Source: an optimization exercise on an open RTL-to-GDS flow (aim: small area). Production flows keep margins and buffers that such runs may drop. Function was checked by simulation only, so behaviour that the tests miss may differ from the original. The flow treats the clock pin as an ideal source, which a real chip does not have.

==> inputs of branch yarrow <==
==> flow/design.v <==
module avalon_st_pkt_fifo #(
  parameter int DATA_WIDTH      = 64,
  parameter int CHANNEL_WIDTH   = 8,
  parameter int EMPTY_WIDTH     = $clog2(DATA_WIDTH/8),
  parameter int WORDS_AMOUNT    = 16,
  parameter int ADDR_WIDTH      = $clog2(WORDS_AMOUNT),
  parameter int ALMOST_FULL_LVL = WORDS_AMOUNT-4
) (
  input  logic                     clk_i,
  input  logic                     rst_i,
  input  logic                     drop_mode_i,
  input  logic [DATA_WIDTH-1:0]    snk_data_i,
  input  logic [EMPTY_WIDTH-1:0]   snk_empty_i,
  input  logic [CHANNEL_WIDTH-1:0] snk_channel_i,
  input  logic                     snk_sop_i,
  input  logic                     snk_eop_i,
  input  logic                     snk_error_i,
  input  logic                     snk_valid_i,
  output logic                     snk_ready_o,
  output logic [DATA_WIDTH-1:0]    src_data_o,
  output logic [EMPTY_WIDTH-1:0]   src_empty_o,
  output logic [CHANNEL_WIDTH-1:0] src_channel_o,
  output logic                     src_sop_o,
  output logic                     src_eop_o,
  output logic                     src_error_o,
  output logic                     src_valid_o,
  input  logic                     src_ready_i,
  output logic [ADDR_WIDTH:0]      used_words_o,
  output logic [ADDR_WIDTH:0]      pkts_amount_o,
  output logic                     full_o,
  output logic                     almost_full_o,
  output logic                     empty_o,
  output logic                     drop_o,
  output logic [15:0]              drop_cnt_o
);
  localparam int WW = DATA_WIDTH + CHANNEL_WIDTH + EMPTY_WIDTH + 3;
  localparam int PW = ADDR_WIDTH + 1;
  typedef enum logic [1:0] {S_IDLE, S_WRITE, S_DROP} state_t;
  state_t                r_state, w_state_nxt;
  logic                  r_mode;
  logic [WW-1:0]         r_mem [WORDS_AMOUNT];
  logic [PW-1:0]         r_wr_ptr, r_commit_ptr, r_commit_vis, r_rd_ptr, r_out_cnt;
  logic [PW-1:0]         r_used, r_pkts;
  logic                  r_full, r_afull, r_drop, r_src_vld;
  logic [WW-1:0]         r_src_dat;
  logic                  w_acc, w_read, w_load, w_wr_en, w_pkt_inc, w_drop;
  logic [ADDR_WIDTH-1:0] w_wr_addr;
  logic [PW-1:0]         w_wr_ptr_nxt, w_commit_nxt, w_wr_inc, w_cm_inc;
  logic [PW-1:0]         w_out_cnt_nxt, w_used_nxt, w_pkts_nxt;
  logic [WW-1:0]         w_wr_dat, w_rd_dat;
  assign snk_ready_o = r_mode | ~r_full;
  assign w_acc       = snk_valid_i & snk_ready_o;
  assign w_wr_dat    = {snk_error_i, snk_sop_i, snk_eop_i, snk_empty_i, snk_channel_i, snk_data_i};
  assign w_wr_inc    = r_wr_ptr + PW'(1);
  assign w_cm_inc    = r_commit_ptr + PW'(1);
  always_comb begin
    w_state_nxt  = r_state;
    w_wr_en      = 1'b0;
    w_wr_addr    = r_wr_ptr[ADDR_WIDTH-1:0];
    w_wr_ptr_nxt = r_wr_ptr;
    w_commit_nxt = r_commit_ptr;
    w_pkt_inc    = 1'b0;
    w_drop       = 1'b0;
    if (!r_mode) begin
      w_state_nxt = S_IDLE;
      if (w_acc) begin
        w_wr_en      = 1'b1;
        w_wr_ptr_nxt = w_wr_inc;
        w_commit_nxt = w_wr_inc;
        w_pkt_inc    = snk_eop_i;
      end
    end else begin
      case (r_state)
        S_IDLE: if (w_acc) begin
          if (!snk_sop_i || r_full) begin
            w_drop = 1'b1;
            if (!snk_eop_i) w_state_nxt = S_DROP;
          end else if (snk_eop_i && snk_error_i) begin
            w_drop = 1'b1;
          end else begin
            w_wr_en      = 1'b1;
            w_wr_ptr_nxt = w_wr_inc;
            if (snk_eop_i) begin
              w_commit_nxt = w_wr_inc;
              w_pkt_inc    = 1'b1;
            end else begin
              w_state_nxt = S_WRITE;
            end
          end
        end
        S_WRITE: if (w_acc) begin
          if (r_full) begin
            w_drop       = 1'b1;
            w_wr_ptr_nxt = r_commit_ptr;
            w_state_nxt  = snk_eop_i ? S_IDLE : S_DROP;
          end else if (snk_sop_i) begin
            w_drop       = 1'b1;
            w_wr_en      = 1'b1;
            w_wr_addr    = r_commit_ptr[ADDR_WIDTH-1:0];
            w_wr_ptr_nxt = w_cm_inc;
            if (snk_eop_i) begin
              w_state_nxt = S_IDLE;
              if (snk_error_i) begin
                w_wr_ptr_nxt = r_commit_ptr;
              end else begin
                w_commit_nxt = w_cm_inc;
                w_pkt_inc    = 1'b1;
              end
            end
          end else if (snk_eop_i) begin
            w_state_nxt = S_IDLE;
            if (snk_error_i) begin
              w_drop       = 1'b1;
              w_wr_ptr_nxt = r_commit_ptr;
            end else begin
              w_wr_en      = 1'b1;
              w_wr_ptr_nxt = w_wr_inc;
              w_commit_nxt = w_wr_inc;
              w_pkt_inc    = 1'b1;
            end
          end else begin
            w_wr_en      = 1'b1;
            w_wr_ptr_nxt = w_wr_inc;
          end
        end
        S_DROP: if (w_acc && snk_eop_i) w_state_nxt = S_IDLE;
        default: w_state_nxt = S_IDLE;
      endcase
    end
  end
  assign w_rd_dat      = r_mem[r_rd_ptr[ADDR_WIDTH-1:0]];
  assign w_read        = r_src_vld & src_ready_i;
  assign w_load        = (r_rd_ptr != r_commit_vis) & (~r_src_vld | src_ready_i);
  assign w_out_cnt_nxt = r_out_cnt + PW'(w_read);
  assign w_used_nxt    = w_wr_ptr_nxt - w_out_cnt_nxt;
  assign w_pkts_nxt    = r_pkts + PW'(w_pkt_inc) - PW'(w_read & src_eop_o);
  always_ff @(posedge clk_i) begin
    if (w_wr_en) r_mem[w_wr_addr] <= w_wr_dat;
  end
  always_ff @(posedge clk_i or posedge rst_i) begin
    if (rst_i) begin
      r_state      <= S_IDLE;
      r_mode       <= 1'b1;
      r_wr_ptr     <= '0;
      r_commit_ptr <= '0;
      r_commit_vis <= '0;
      r_rd_ptr     <= '0;
      r_out_cnt    <= '0;
      r_used       <= '0;
      r_pkts       <= '0;
      r_full       <= 1'b0;
      r_afull      <= 1'b0;
      r_drop       <= 1'b0;
      r_src_vld    <= 1'b0;
      r_src_dat    <= '0;
    end else begin
      r_state      <= w_state_nxt;
      if (r_state == S_IDLE && r_wr_ptr == r_commit_ptr) r_mode <= drop_mode_i;
      r_wr_ptr     <= w_wr_ptr_nxt;
      r_commit_ptr <= w_commit_nxt;
      r_commit_vis <= r_commit_ptr;
      r_out_cnt    <= w_out_cnt_nxt;
      r_used       <= w_used_nxt;
      r_pkts       <= w_pkts_nxt;
      r_full       <= (w_used_nxt == PW'(WORDS_AMOUNT));
      r_afull      <= (w_used_nxt >= PW'(ALMOST_FULL_LVL));
      r_drop       <= w_drop;
      if (w_load) begin
        r_src_dat <= w_rd_dat;
        r_src_vld <= 1'b1;
        r_rd_ptr  <= r_rd_ptr + PW'(1);
      end else if (w_read) begin
        r_src_vld <= 1'b0;
      end
    end
  end
  assign {src_error_o, src_sop_o, src_eop_o, src_empty_o, src_channel_o, src_data_o} = r_src_dat;
  assign src_valid_o   = r_src_vld;
  assign empty_o       = ~r_src_vld;
  assign used_words_o  = r_used;
  assign pkts_amount_o = r_pkts;
  assign full_o        = r_full;
  assign almost_full_o = r_afull;
  assign drop_o        = r_drop;
  logic [15:0] r_drop_cnt;
  always_ff @(posedge clk_i or posedge rst_i) begin
    if (rst_i)                               r_drop_cnt <= '0;
    else if (w_drop && r_drop_cnt != 16'hFFFF) r_drop_cnt <= r_drop_cnt + 16'd1;
  end
  assign drop_cnt_o = r_drop_cnt;
endmodule
==> flow/run.sh <==
#!/bin/bash
# synth_recipe.tcl (not shown) runs the flow's synth.tcl, then flattens the netlist and writes it again
# the make line also repeats each setting of config.mk as NAME=value (left out here)
make -C /OpenROAD-flow-scripts/flow DESIGN_CONFIG=/design/flow/config.mk WORK_HOME=/design/flow/orfs CLKGATE_MAP_FILE= SYNTH_SCRIPT=/design/flow/synth_recipe.tcl finish
==> flow/config.mk <==
export PLATFORM = sky130hd
export DESIGN_NAME = avalon_st_pkt_fifo
export DESIGN_NICKNAME = avalon_st_pkt_fifo
export VERILOG_FILES = /design/flow/design.v
export SDC_FILE = /design/flow/constraint.sdc
export NUM_CORES = 4
export LEC_CHECK = 0
export CAP_MARGIN = 20
export CORE_MARGIN = 2
export CORE_UTILIZATION = 40
export SLEW_MARGIN = 20
==> flow/constraint.sdc <==
create_clock -name core_clock -period 4.0 [get_ports {clk_i}]
set_input_delay 0.8000 -clock core_clock [delete_from_list [all_inputs] [get_ports {clk_i}]]
set_output_delay 0.8000 -clock core_clock [all_outputs]
set_load 0.01 [all_outputs]
==> branch raven (differences from branch yarrow) <==
--- a/flow/design.v
+++ b/flow/design.v
@@ -41,12 +41,14 @@
   logic [WW-1:0]         r_mem [WORDS_AMOUNT];
-  logic [PW-1:0]         r_wr_ptr, r_commit_ptr, r_commit_vis, r_rd_ptr, r_out_cnt;
-  logic [PW-1:0]         r_used, r_pkts;
-  logic                  r_full, r_afull, r_drop, r_src_vld;
-  logic [WW-1:0]         r_src_dat;
-  logic                  w_acc, w_read, w_load, w_wr_en, w_pkt_inc, w_drop;
+  logic [PW-1:0]         r_wr_ptr, r_commit_ptr, r_commit_vis, r_out_cnt;
+  logic [PW-1:0]         r_pkts;
+  logic                  r_drop, r_src_vld;
+  logic                  w_acc, w_read, w_load, w_wr_en, w_pkt_inc, w_drop, w_full;
   logic [ADDR_WIDTH-1:0] w_wr_addr;
   logic [PW-1:0]         w_wr_ptr_nxt, w_commit_nxt, w_wr_inc, w_cm_inc;
-  logic [PW-1:0]         w_out_cnt_nxt, w_used_nxt, w_pkts_nxt;
+  logic [PW-1:0]         w_used, w_rd_ptr, w_pkts_nxt;
   logic [WW-1:0]         w_wr_dat, w_rd_dat;
-  assign snk_ready_o = r_mode | ~r_full;
+  assign w_used      = r_wr_ptr - r_out_cnt;
+  assign w_full      = (w_used == PW'(WORDS_AMOUNT));
+  assign w_rd_ptr    = r_out_cnt + PW'(r_src_vld);
+  assign snk_ready_o = r_mode | ~w_full;
   assign w_acc       = snk_valid_i & snk_ready_o;
@@ -74,3 +76,3 @@
         S_IDLE: if (w_acc) begin
-          if (!snk_sop_i || r_full) begin
+          if (!snk_sop_i || w_full) begin
             w_drop = 1'b1;
@@ -91,3 +93,3 @@
         S_WRITE: if (w_acc) begin
-          if (r_full) begin
+          if (w_full) begin
             w_drop       = 1'b1;
@@ -130,8 +132,15 @@
   end
-  assign w_rd_dat      = r_mem[r_rd_ptr[ADDR_WIDTH-1:0]];
-  assign w_read        = r_src_vld & src_ready_i;
-  assign w_load        = (r_rd_ptr != r_commit_vis) & (~r_src_vld | src_ready_i);
-  assign w_out_cnt_nxt = r_out_cnt + PW'(w_read);
-  assign w_used_nxt    = w_wr_ptr_nxt - w_out_cnt_nxt;
-  assign w_pkts_nxt    = r_pkts + PW'(w_pkt_inc) - PW'(w_read & src_eop_o);
+  logic [WORDS_AMOUNT-1:0] r_rd_sel_n;
+  always_comb begin
+    w_rd_dat = '1;
+    for (int i = 0; i < WORDS_AMOUNT; i++)
+      w_rd_dat = w_rd_dat & ({WW{r_rd_sel_n[i]}} | r_mem[i]);
+  end
+  always_ff @(posedge clk_i or posedge rst_i) begin
+    if (rst_i)       r_rd_sel_n <= {{(WORDS_AMOUNT-1){1'b1}}, 1'b0};
+    else if (w_read) r_rd_sel_n <= {r_rd_sel_n[WORDS_AMOUNT-2:0], r_rd_sel_n[WORDS_AMOUNT-1]};
+  end
+  assign w_read     = r_src_vld & src_ready_i;
+  assign w_load     = (w_rd_ptr != r_commit_vis) & (~r_src_vld | src_ready_i);
+  assign w_pkts_nxt = r_pkts + PW'(w_pkt_inc) - PW'(w_read & src_eop_o);
   always_ff @(posedge clk_i) begin
@@ -146,11 +155,6 @@
       r_commit_vis <= '0;
-      r_rd_ptr     <= '0;
       r_out_cnt    <= '0;
-      r_used       <= '0;
       r_pkts       <= '0;
-      r_full       <= 1'b0;
-      r_afull      <= 1'b0;
       r_drop       <= 1'b0;
       r_src_vld    <= 1'b0;
-      r_src_dat    <= '0;
     end else begin
@@ -161,24 +165,16 @@
       r_commit_vis <= r_commit_ptr;
-      r_out_cnt    <= w_out_cnt_nxt;
-      r_used       <= w_used_nxt;
+      r_out_cnt    <= r_out_cnt + PW'(w_read);
       r_pkts       <= w_pkts_nxt;
-      r_full       <= (w_used_nxt == PW'(WORDS_AMOUNT));
-      r_afull      <= (w_used_nxt >= PW'(ALMOST_FULL_LVL));
       r_drop       <= w_drop;
-      if (w_load) begin
-        r_src_dat <= w_rd_dat;
-        r_src_vld <= 1'b1;
-        r_rd_ptr  <= r_rd_ptr + PW'(1);
-      end else if (w_read) begin
-        r_src_vld <= 1'b0;
-      end
+      if (w_load)      r_src_vld <= 1'b1;
+      else if (w_read) r_src_vld <= 1'b0;
     end
   end
-  assign {src_error_o, src_sop_o, src_eop_o, src_empty_o, src_channel_o, src_data_o} = r_src_dat;
+  assign {src_error_o, src_sop_o, src_eop_o, src_empty_o, src_channel_o, src_data_o} = w_rd_dat;
   assign src_valid_o   = r_src_vld;
   assign empty_o       = ~r_src_vld;
-  assign used_words_o  = r_used;
+  assign used_words_o  = w_used;
   assign pkts_amount_o = r_pkts;
-  assign full_o        = r_full;
-  assign almost_full_o = r_afull;
+  assign full_o        = w_full;
+  assign almost_full_o = (w_used >= PW'(ALMOST_FULL_LVL));
   assign drop_o        = r_drop;
==> flow/flow/run.sh (new file) <==
#!/bin/bash
# Standard layout with two changes: ports buffered with buf_2 cells, and a clock tree of
# clkbuf_16 cells without dummy loads. Make's full output goes to standard.log; ORFS keeps
# each step's log under orfs/logs.
set -euo pipefail
export BUFFER_PORTS_ARGS="-buffer_cell sky130_fd_sc_hd__buf_2"
export CTS_ARGS="-sink_clustering_enable -repair_clock_nets -dont_use_dummy_load -buf_list {sky130_fd_sc_hd__clkbuf_16} -sink_clustering_size 30 -sink_clustering_max_diameter 80"
bash standard.sh > standard.log 2>&1
==> flow/standard.sh (new file) <==
#!/bin/bash
# synth_recipe.tcl (not shown) runs the flow's synth.tcl, then flattens the netlist and writes it again
# the make line also repeats each setting of config.mk as NAME=value (left out here)
make -C /OpenROAD-flow-scripts/flow DESIGN_CONFIG=/design/flow/config.mk WORK_HOME=/design/flow/orfs CLKGATE_MAP_FILE= SYNTH_SCRIPT=/design/flow/synth_recipe.tcl "${@:-finish}"
Settings changed: CAP_MARGIN 20 to 0, CORE_UTILIZATION 40 to 65, PLACE_DENSITY from default to 0.75, SLEW_MARGIN 20 to 0.
removed: flow/run.sh
==> branch xenon (differences from branch yarrow) <==
--- a/flow/design.v
+++ b/flow/design.v
@@ -41,12 +41,14 @@
   logic [WW-1:0]         r_mem [WORDS_AMOUNT];
-  logic [PW-1:0]         r_wr_ptr, r_commit_ptr, r_commit_vis, r_rd_ptr, r_out_cnt;
-  logic [PW-1:0]         r_used, r_pkts;
-  logic                  r_full, r_afull, r_drop, r_src_vld;
-  logic [WW-1:0]         r_src_dat;
-  logic                  w_acc, w_read, w_load, w_wr_en, w_pkt_inc, w_drop;
+  logic [PW-1:0]         r_wr_ptr, r_commit_ptr, r_commit_vis, r_out_cnt;
+  logic [PW-1:0]         r_pkts;
+  logic                  r_drop, r_src_vld;
+  logic                  w_acc, w_read, w_load, w_wr_en, w_pkt_inc, w_drop, w_full;
   logic [ADDR_WIDTH-1:0] w_wr_addr;
   logic [PW-1:0]         w_wr_ptr_nxt, w_commit_nxt, w_wr_inc, w_cm_inc;
-  logic [PW-1:0]         w_out_cnt_nxt, w_used_nxt, w_pkts_nxt;
+  logic [PW-1:0]         w_used, w_rd_ptr, w_pkts_nxt;
   logic [WW-1:0]         w_wr_dat, w_rd_dat;
-  assign snk_ready_o = r_mode | ~r_full;
+  assign w_used      = r_wr_ptr - r_out_cnt;
+  assign w_full      = (w_used == PW'(WORDS_AMOUNT));
+  assign w_rd_ptr    = r_out_cnt + PW'(r_src_vld);
+  assign snk_ready_o = r_mode | ~w_full;
   assign w_acc       = snk_valid_i & snk_ready_o;
@@ -74,3 +76,3 @@
         S_IDLE: if (w_acc) begin
-          if (!snk_sop_i || r_full) begin
+          if (!snk_sop_i || w_full) begin
             w_drop = 1'b1;
@@ -91,3 +93,3 @@
         S_WRITE: if (w_acc) begin
-          if (r_full) begin
+          if (w_full) begin
             w_drop       = 1'b1;
@@ -130,8 +132,13 @@
   end
-  assign w_rd_dat      = r_mem[r_rd_ptr[ADDR_WIDTH-1:0]];
-  assign w_read        = r_src_vld & src_ready_i;
-  assign w_load        = (r_rd_ptr != r_commit_vis) & (~r_src_vld | src_ready_i);
-  assign w_out_cnt_nxt = r_out_cnt + PW'(w_read);
-  assign w_used_nxt    = w_wr_ptr_nxt - w_out_cnt_nxt;
-  assign w_pkts_nxt    = r_pkts + PW'(w_pkt_inc) - PW'(w_read & src_eop_o);
+  logic [WORDS_AMOUNT-1:0] w_rd_sel;
+  always_comb begin
+    w_rd_dat = '0;
+    for (int i = 0; i < WORDS_AMOUNT; i++) begin
+      w_rd_sel[i] = (r_out_cnt[ADDR_WIDTH-1:0] == ADDR_WIDTH'(i));
+      w_rd_dat    = w_rd_dat | ({WW{w_rd_sel[i]}} & r_mem[i]);
+    end
+  end
+  assign w_read     = r_src_vld & src_ready_i;
+  assign w_load     = (w_rd_ptr != r_commit_vis) & (~r_src_vld | src_ready_i);
+  assign w_pkts_nxt = r_pkts + PW'(w_pkt_inc) - PW'(w_read & src_eop_o);
   always_ff @(posedge clk_i) begin
@@ -146,11 +153,6 @@
       r_commit_vis <= '0;
-      r_rd_ptr     <= '0;
       r_out_cnt    <= '0;
-      r_used       <= '0;
       r_pkts       <= '0;
-      r_full       <= 1'b0;
-      r_afull      <= 1'b0;
       r_drop       <= 1'b0;
       r_src_vld    <= 1'b0;
-      r_src_dat    <= '0;
     end else begin
@@ -161,24 +163,16 @@
       r_commit_vis <= r_commit_ptr;
-      r_out_cnt    <= w_out_cnt_nxt;
-      r_used       <= w_used_nxt;
+      r_out_cnt    <= r_out_cnt + PW'(w_read);
       r_pkts       <= w_pkts_nxt;
-      r_full       <= (w_used_nxt == PW'(WORDS_AMOUNT));
-      r_afull      <= (w_used_nxt >= PW'(ALMOST_FULL_LVL));
       r_drop       <= w_drop;
-      if (w_load) begin
-        r_src_dat <= w_rd_dat;
-        r_src_vld <= 1'b1;
-        r_rd_ptr  <= r_rd_ptr + PW'(1);
-      end else if (w_read) begin
-        r_src_vld <= 1'b0;
-      end
+      if (w_load)      r_src_vld <= 1'b1;
+      else if (w_read) r_src_vld <= 1'b0;
     end
   end
-  assign {src_error_o, src_sop_o, src_eop_o, src_empty_o, src_channel_o, src_data_o} = r_src_dat;
+  assign {src_error_o, src_sop_o, src_eop_o, src_empty_o, src_channel_o, src_data_o} = w_rd_dat;
   assign src_valid_o   = r_src_vld;
   assign empty_o       = ~r_src_vld;
-  assign used_words_o  = r_used;
+  assign used_words_o  = w_used;
   assign pkts_amount_o = r_pkts;
-  assign full_o        = r_full;
-  assign almost_full_o = r_afull;
+  assign full_o        = w_full;
+  assign almost_full_o = (w_used >= PW'(ALMOST_FULL_LVL));
   assign drop_o        = r_drop;
==> metrics.md <==
| Metric | Value |
|---|---|
| Status | timing/DRC/antenna clean |
| Core outline area | 0.133 mm² |
| Yosys cell types | 57 |
| Delay-heaviest family, CP | compound AO/OA/AOI/OAI gates |
| RSZ-0062 raised after global routing | false |
| WP data arrival | 4.22 ns |
The numbers above come from branch yarrow.

==> metrics.md <==
| Metric | Value |
|---|---|
| Status | finished with violations |
| Fail Reasons | setup timing |
| WP data arrival | 3.27 ns |
| Delay-heaviest family, CP | simple AND/OR/NAND/NOR gates |
| Post-route worst setup slack | -0.0727 ns |
| # setup viols final | 1 |
The numbers above come from branch xenon.

==> metrics.md <==
| Metric | Value |
|---|---|
| Core outline area | 0.0727 mm² |
| Synth area leader | edfxtp_1 |
| RSZ-0062 raised after global routing | false |
| Top class by area | flip-flops and latches |
| Status | timing/DRC/antenna clean |
| Delay-heaviest family, CP | flip-flops |
| WP data arrival | 3.16 ns |
The numbers above come from branch raven.

[afterwards: timing with drivers on the ports]
Ports are ideal in the flow. The routed layouts listed here were re-timed in OpenROAD. Step 1: set_driving_cell puts a clkbuf_16 on clk_i and a buf_2 on each other input, an assumption about the parent block. Step 2 also shifts input and output timing later by t, the mid clock arrival at the registers, as if the neighbouring blocks saw the same clock. a / b / c = ideal / step 1 / step 2; a / b = the first two.
run	t (ns)	setup slack, ns	worst setup path at the end	latest minus earliest clock arrival (ns)
branch yarrow	0.834	0.412 / 0.412 / -0.201	input to register	0.028 / 0.028
branch raven	0.677	0.038 / -0.025 / 0.158	register to register	0.076 / 0.077
branch xenon	0.815	-0.073 / -0.149 / 0.062	register to register	0.033 / 0.034
Met with ideal ports but missed after step 2: setup timing in branch yarrow. For branch yarrow, which loses most, drivers alone change the setup slack by 0.000 ns; drivers and shift together by -0.613 ns.
